What follows belongs to an exercise in optimizing a design on an open flow for small area; a production flow would make more cautious choices. The RTL was checked by simulation tests, not by an equivalence proof against the original design.

==> job 6331: inputs <==
## dc_out_cal
module dc_out_cal #(
    parameter int NUM_CH    = 2,
    parameter int IN_W      = 16,
    parameter int DAC_W     = 12,
    parameter int SLOPE_W   = 16,
    parameter int CAL_SCALE = 11,
    parameter int IN_SHIFT  = 3,
    parameter int STEP_W    = 12
) (
    input  logic                      clk,
    input  logic                      reset,
    input  logic                      sample_tick,
    input  logic [NUM_CH-1:0]         enable,
    input  logic [NUM_CH*IN_W-1:0]    dc_ofs,
    input  logic [NUM_CH*SLOPE_W-1:0] slope,
    input  logic [NUM_CH*DAC_W-1:0]   intercept,
    input  logic                      clip_clr,
    input  logic [STEP_W-1:0]         slew_step,
    output logic [NUM_CH*DAC_W-1:0]   dac_word,
    output logic                      dac_valid,
    output logic [NUM_CH-1:0]         clip
);
clock: 7.0 ns
lec_check: 0
cap_margin: 20
core_margin: 2
core_utilization: 40
cts_buf_list: sky130_fd_sc_hd__clkbuf_4 sky130_fd_sc_hd__clkbuf_8
gpl_timing_driven: 0
slew_margin: 20
standard.sh (not shown) runs the stock make flow with config.mk's settings and CLKGATE_MAP_FILE= SYNTH_SCRIPT=/design/flow/synth_recipe.tcl, a recipe that flattens the netlist after the stock synthesis.
==> flow/flow/run.sh <==
#!/bin/bash
# Own layout flow: the standard synthesis, then a polarity clean-up of the full adders in
# its netlist (fapol.py: fewer inverters, same registers, same function), then the standard flow's
# standard layout steps from the clean netlist on.  Each tool's output goes to its own log
# in this folder.
set -euo pipefail
W=$(pwd)
R=$W/orfs/results/$FLOW_PLATFORM/dc_out_cal/base
bash standard.sh synth > "$W/flow_synth.log" 2>&1
cp "$R/1_2_yosys.v" "$W/1_2_yosys.standard.v"
python3 "$W/flow/fapol.py" "$W/1_2_yosys.standard.v" "$W/1_2_yosys.fapol.v" > "$W/flow_fapol.log" 2>&1
cp "$W/1_2_yosys.fapol.v" "$R/1_2_yosys.v"
touch "$R/1_2_yosys.v"
rm -f "$R/1_synth.odb"
bash standard.sh finish > "$W/flow_finish.log" 2>&1
Other scripts of this flow, unchanged in this note and not shown: flow/flow/fapol.py
==> inputs of job 1440, as changes to job 6331 <==
--- a/flow/design.v
+++ b/flow/design.v
@@ -51,41 +51,60 @@
                 .q(u)
             );
             always_comb begin
                 neg  = u[17];
                 over = |u[16:DAC_W];
-                sat  = neg | over;
-                tgt  = neg ? '0 : (over ? '1 : u[DAC_W-1:0]);
             end
-            logic [DAC_W-1:0] tgt1_reg, tgt2_reg, tgt3_reg;
-            logic             sat1_reg, sat2_reg, sat3_reg;
-            logic             en1_reg, en2_reg, en3_reg;
+            logic [DAC_W-1:0] u1_reg, tgt2_reg, tgt3_reg;
+            logic             neg1_reg, over1_reg, en1_reg, sat2_reg, sat3_reg;
+            always_comb begin
+                sat = neg1_reg | over1_reg;
+                tgt = neg1_reg ? '0 : (over1_reg ? '1 : u1_reg);
+                if (!en1_reg) begin
+                    sat    = 1'b1;
+                    tgt[0] = 1'b1;
+                    tgt[1] = 1'b0;
+                end
+            end
             always_ff @(posedge clk) begin
-                tgt1_reg <= tgt;
-                sat1_reg <= sat;
-                en1_reg  <= enable[gi];
-                tgt2_reg <= tgt1_reg;
-                sat2_reg <= sat1_reg;
-                en2_reg  <= en1_reg;
-                tgt3_reg <= tgt2_reg;
-                sat3_reg <= sat2_reg;
-                en3_reg  <= en2_reg;
+                u1_reg    <= u[DAC_W-1:0];
+                neg1_reg  <= neg;
+                over1_reg <= over;
+                en1_reg   <= enable[gi];
+                tgt2_reg  <= tgt;
+                sat2_reg  <= sat;
+                tgt3_reg  <= tgt2_reg;
+                sat3_reg  <= sat2_reg;
             end
+            logic             en3;
             logic             upd;
             logic [DAC_W-1:0] code_reg;
             logic             clip_reg;
-            logic             up, lim;
-            logic [DAC_W:0]   mv;
+            logic [DAC_W:0]   ch, cl;      
+            logic [DAC_W-1:0] hi, lo;      
+            logic [DAC_W:0]   gh, gl;      
+            logic             nz, chi, clo;
             logic [DAC_W-1:0] code_next;
             always_comb begin
-                upd = v3_reg & en3_reg;
-                up  = tgt3_reg > code_reg;
-                mv  = up ? {1'b0, code_reg} + {1'b0, slew_step}
-                         : {1'b0, code_reg} - {1'b0, slew_step};
-                lim = (slew_step != '0) && (up ? (mv < {1'b0, tgt3_reg})
-                                               : (!mv[DAC_W] && mv[DAC_W-1:0] > tgt3_reg));
-                code_next = lim ? mv[DAC_W-1:0] : tgt3_reg;
+                en3   = ~(sat3_reg & tgt3_reg[0] & ~tgt3_reg[1]);
+                upd   = v3_reg & en3;
+                ch[0] = 1'b0;
+                cl[0] = 1'b1;
+                gh[0] = 1'b0;
+                gl[0] = 1'b0;
+                for (int i = 0; i < DAC_W; i++) begin
+                    hi[i]   = code_reg[i] ^ slew_step[i] ^ ch[i];
+                    ch[i+1] = (code_reg[i] & slew_step[i]) | (ch[i] & (code_reg[i] ^ slew_step[i]));
+                    lo[i]   = code_reg[i] ^ ~slew_step[i] ^ cl[i];
+                    cl[i+1] = (code_reg[i] & ~slew_step[i]) | (cl[i] & (code_reg[i] ^ ~slew_step[i]));
+                    gh[i+1] = (tgt3_reg[i] & ~hi[i]) | (gh[i] & (tgt3_reg[i] | ~hi[i]));
+                    gl[i+1] = (~tgt3_reg[i] & lo[i]) | (gl[i] & (~tgt3_reg[i] | lo[i]));
+                end
+                nz        = slew_step != '0;
+                chi       = nz & ~ch[DAC_W] & gh[DAC_W];
+                clo       = nz & cl[DAC_W] & gl[DAC_W];
+                code_next = chi ? hi : (clo ? lo : tgt3_reg);
             end
             always_ff @(posedge clk or posedge reset) begin
                 if (reset) begin
                     code_reg <= MID_CODE;
                     clip_reg <= 1'b0;
@@ -690,7 +709,68 @@
     wire lc7 = (ra[7] & rb[7]) | (lc6 & (ra[7] | rb[7]));
     wire lc8 = (ra[8] & rb[8]) | (lc7 & (ra[8] | rb[8]));
     wire lc9 = (ra[9] & rb[9]) | (lc8 & (ra[9] | rb[9]));
     wire lc10 = (ra[10] & rb[10]) | (lc9 & (ra[10] | rb[10]));
     wire cin = lc10;
-    assign q = ra[28:11] + rb[28:11] + cin;
+    wire [17:0] pg_p = ra[28:11] ^ rb[28:11];
+    wire [17:0] pg_g = ra[28:11] & rb[28:11];
+    wire pg_G0 = pg_g[0] | (pg_p[0] & cin);
+    wire pg_G1 = pg_g[2] | (pg_p[2] & pg_g[1]);
+    wire pg_P1 = pg_p[2] & pg_p[1];
+    wire pg_G2 = pg_g[4] | (pg_p[4] & pg_g[3]);
+    wire pg_P2 = pg_p[4] & pg_p[3];
+    wire pg_G3 = pg_g[6] | (pg_p[6] & pg_g[5]);
+    wire pg_P3 = pg_p[6] & pg_p[5];
+    wire pg_G4 = pg_g[8] | (pg_p[8] & pg_g[7]);
+    wire pg_P4 = pg_p[8] & pg_p[7];
+    wire pg_G5 = pg_g[10] | (pg_p[10] & pg_g[9]);
+    wire pg_P5 = pg_p[10] & pg_p[9];
+    wire pg_G6 = pg_g[12] | (pg_p[12] & pg_g[11]);
+    wire pg_P6 = pg_p[12] & pg_p[11];
+    wire pg_G7 = pg_g[14] | (pg_p[14] & pg_g[13]);
+    wire pg_P7 = pg_p[14] & pg_p[13];
+    wire pg_G8 = pg_g[16] | (pg_p[16] & pg_g[15]);
+    wire pg_P8 = pg_p[16] & pg_p[15];
+    wire pg_G9 = pg_G1 | (pg_P1 & pg_G0);
+    wire pg_G10 = pg_G3 | (pg_P3 & pg_G2);
+    wire pg_P10 = pg_P3 & pg_P2;
+    wire pg_G11 = pg_G5 | (pg_P5 & pg_G4);
+    wire pg_P11 = pg_P5 & pg_P4;
+    wire pg_G12 = pg_G7 | (pg_P7 & pg_G6);
+    wire pg_P12 = pg_P7 & pg_P6;
+    wire pg_G13 = pg_G10 | (pg_P10 & pg_G9);
+    wire pg_G14 = pg_G12 | (pg_P12 & pg_G11);
+    wire pg_P14 = pg_P12 & pg_P11;
+    wire pg_G15 = pg_G14 | (pg_P14 & pg_G13);
+    wire pg_G16 = pg_G11 | (pg_P11 & pg_G13);
+    wire pg_G17 = pg_G2 | (pg_P2 & pg_G9);
+    wire pg_G18 = pg_G4 | (pg_P4 & pg_G13);
+    wire pg_G19 = pg_G6 | (pg_P6 & pg_G16);
+    wire pg_G20 = pg_G8 | (pg_P8 & pg_G15);
+    wire pg_G21 = pg_g[1] | (pg_p[1] & pg_G0);
+    wire pg_G22 = pg_g[3] | (pg_p[3] & pg_G9);
+    wire pg_G23 = pg_g[5] | (pg_p[5] & pg_G17);
+    wire pg_G24 = pg_g[7] | (pg_p[7] & pg_G13);
+    wire pg_G25 = pg_g[9] | (pg_p[9] & pg_G18);
+    wire pg_G26 = pg_g[11] | (pg_p[11] & pg_G16);
+    wire pg_G27 = pg_g[13] | (pg_p[13] & pg_G19);
+    wire pg_G28 = pg_g[15] | (pg_p[15] & pg_G15);
+    wire pg_G29 = pg_g[17] | (pg_p[17] & pg_G20);
+    assign q[0] = pg_p[0] ^ cin;
+    assign q[1] = pg_p[1] ^ pg_G0;
+    assign q[2] = pg_p[2] ^ pg_G21;
+    assign q[3] = pg_p[3] ^ pg_G9;
+    assign q[4] = pg_p[4] ^ pg_G22;
+    assign q[5] = pg_p[5] ^ pg_G17;
+    assign q[6] = pg_p[6] ^ pg_G23;
+    assign q[7] = pg_p[7] ^ pg_G13;
+    assign q[8] = pg_p[8] ^ pg_G24;
+    assign q[9] = pg_p[9] ^ pg_G18;
+    assign q[10] = pg_p[10] ^ pg_G25;
+    assign q[11] = pg_p[11] ^ pg_G16;
+    assign q[12] = pg_p[12] ^ pg_G26;
+    assign q[13] = pg_p[13] ^ pg_G19;
+    assign q[14] = pg_p[14] ^ pg_G27;
+    assign q[15] = pg_p[15] ^ pg_G15;
+    assign q[16] = pg_p[16] ^ pg_G28;
+    assign q[17] = pg_p[17] ^ pg_G20;
 endmodule
--- a/flow/flow/run.sh
+++ b/flow/flow/run.sh
@@ -10,6 +10,8 @@
 cp "$R/1_2_yosys.v" "$W/1_2_yosys.standard.v"
 python3 "$W/flow/fapol.py" "$W/1_2_yosys.standard.v" "$W/1_2_yosys.fapol.v" > "$W/flow_fapol.log" 2>&1
 cp "$W/1_2_yosys.fapol.v" "$R/1_2_yosys.v"
 touch "$R/1_2_yosys.v"
 rm -f "$R/1_synth.odb"
-bash standard.sh finish > "$W/flow_finish.log" 2>&1
+# Port buffers: a small plain buffer on every input and output port (the standard flow picks
+# a delay buffer).
+bash standard.sh finish "BUFFER_PORTS_ARGS=-buffer_cell sky130_fd_sc_hd__buf_2" > "$W/flow_finish.log" 2>&1
--- a/flow/config.mk
+++ b/flow/config.mk
@@ -8,6 +8,7 @@
 export CAP_MARGIN = 20
 export CORE_MARGIN = 2
 export CORE_UTILIZATION = 40
 export CTS_BUF_LIST = sky130_fd_sc_hd__clkbuf_4 sky130_fd_sc_hd__clkbuf_8
 export GPL_TIMING_DRIVEN = 0
+export SETUP_SLACK_MARGIN = 0.1
 export SLEW_MARGIN = 20
==> summary.md <==
| Metric | Value |
|---|---|
| Status | complete, no violations |
| Global-route wire length before repair | 70700 um |
| Final setup margin | around 0.24 ns |
| Starting DRT DRC Count | between 600 and 700 |
| Crit path capture | g_lane[1].neg1_reg |
| Fraction of layout cells with a size suffix above 1 | 0.132 |
| Pre-CTS setup slack | -1.49 ns |
| DR vias/cell | 5.08 |
| Nets | ~2.4k |
| Met2 Usage GRT | 0.348 |
# the run above: job 1440

==> summary.md <==
| Metric | Value |
|---|---|
| Global-route wire length before repair | 80900 um |
| Starting DRT DRC Count | around 1.1k |
| CTS tree | yes |
| Met2 Usage GRT | 0.366 |
| Status | complete, no violations |
| GRT busiest layer | met2 |
| Crit path capture | g_lane[0].tgt1_reg[11] |
| Pre-CTS setup slack | -1.71 ns |
| DR vias/cell | between 5 and 6 |
# the run above: job 6331

what the ideal ports hide:
No port has a modelled driver above. Below, the same layouts with a new extraction and two added sets of constraints.
Step 1 (the two cells are an assumption about what drives the block):
set clk [get_ports {clk}]
set_driving_cell -lib_cell sky130_fd_sc_hd__clkbuf_16 $clk
set_driving_cell -lib_cell sky130_fd_sc_hd__buf_2 [delete_from_list [all_inputs] $clk]
Step 2 times the ports against the registers' clock, not the clock port: input delays grow and output delays shrink by t, the midpoint of the rising clock arrivals with the driver on.
a / b / c = no drivers / after step 1 / after step 2; a / b = the first two.
| run | shift t [ns] | setup slack, ns | clock arrival spread, ns |
|---|---|---|---|
| job 6331 | 0.463 | 0.127 / 0.148 / -0.314 | 0.012 / 0.013 |
| job 1440 | 0.422 | 0.238 / 0.250 / -0.172 | 0.020 / 0.019 |
Met with ideal ports but missed after step 2: setup timing in job 6331 and job 1440. For job 6331, which loses most, drivers alone change the setup slack by +0.021 ns; drivers and shift together by -0.441 ns.
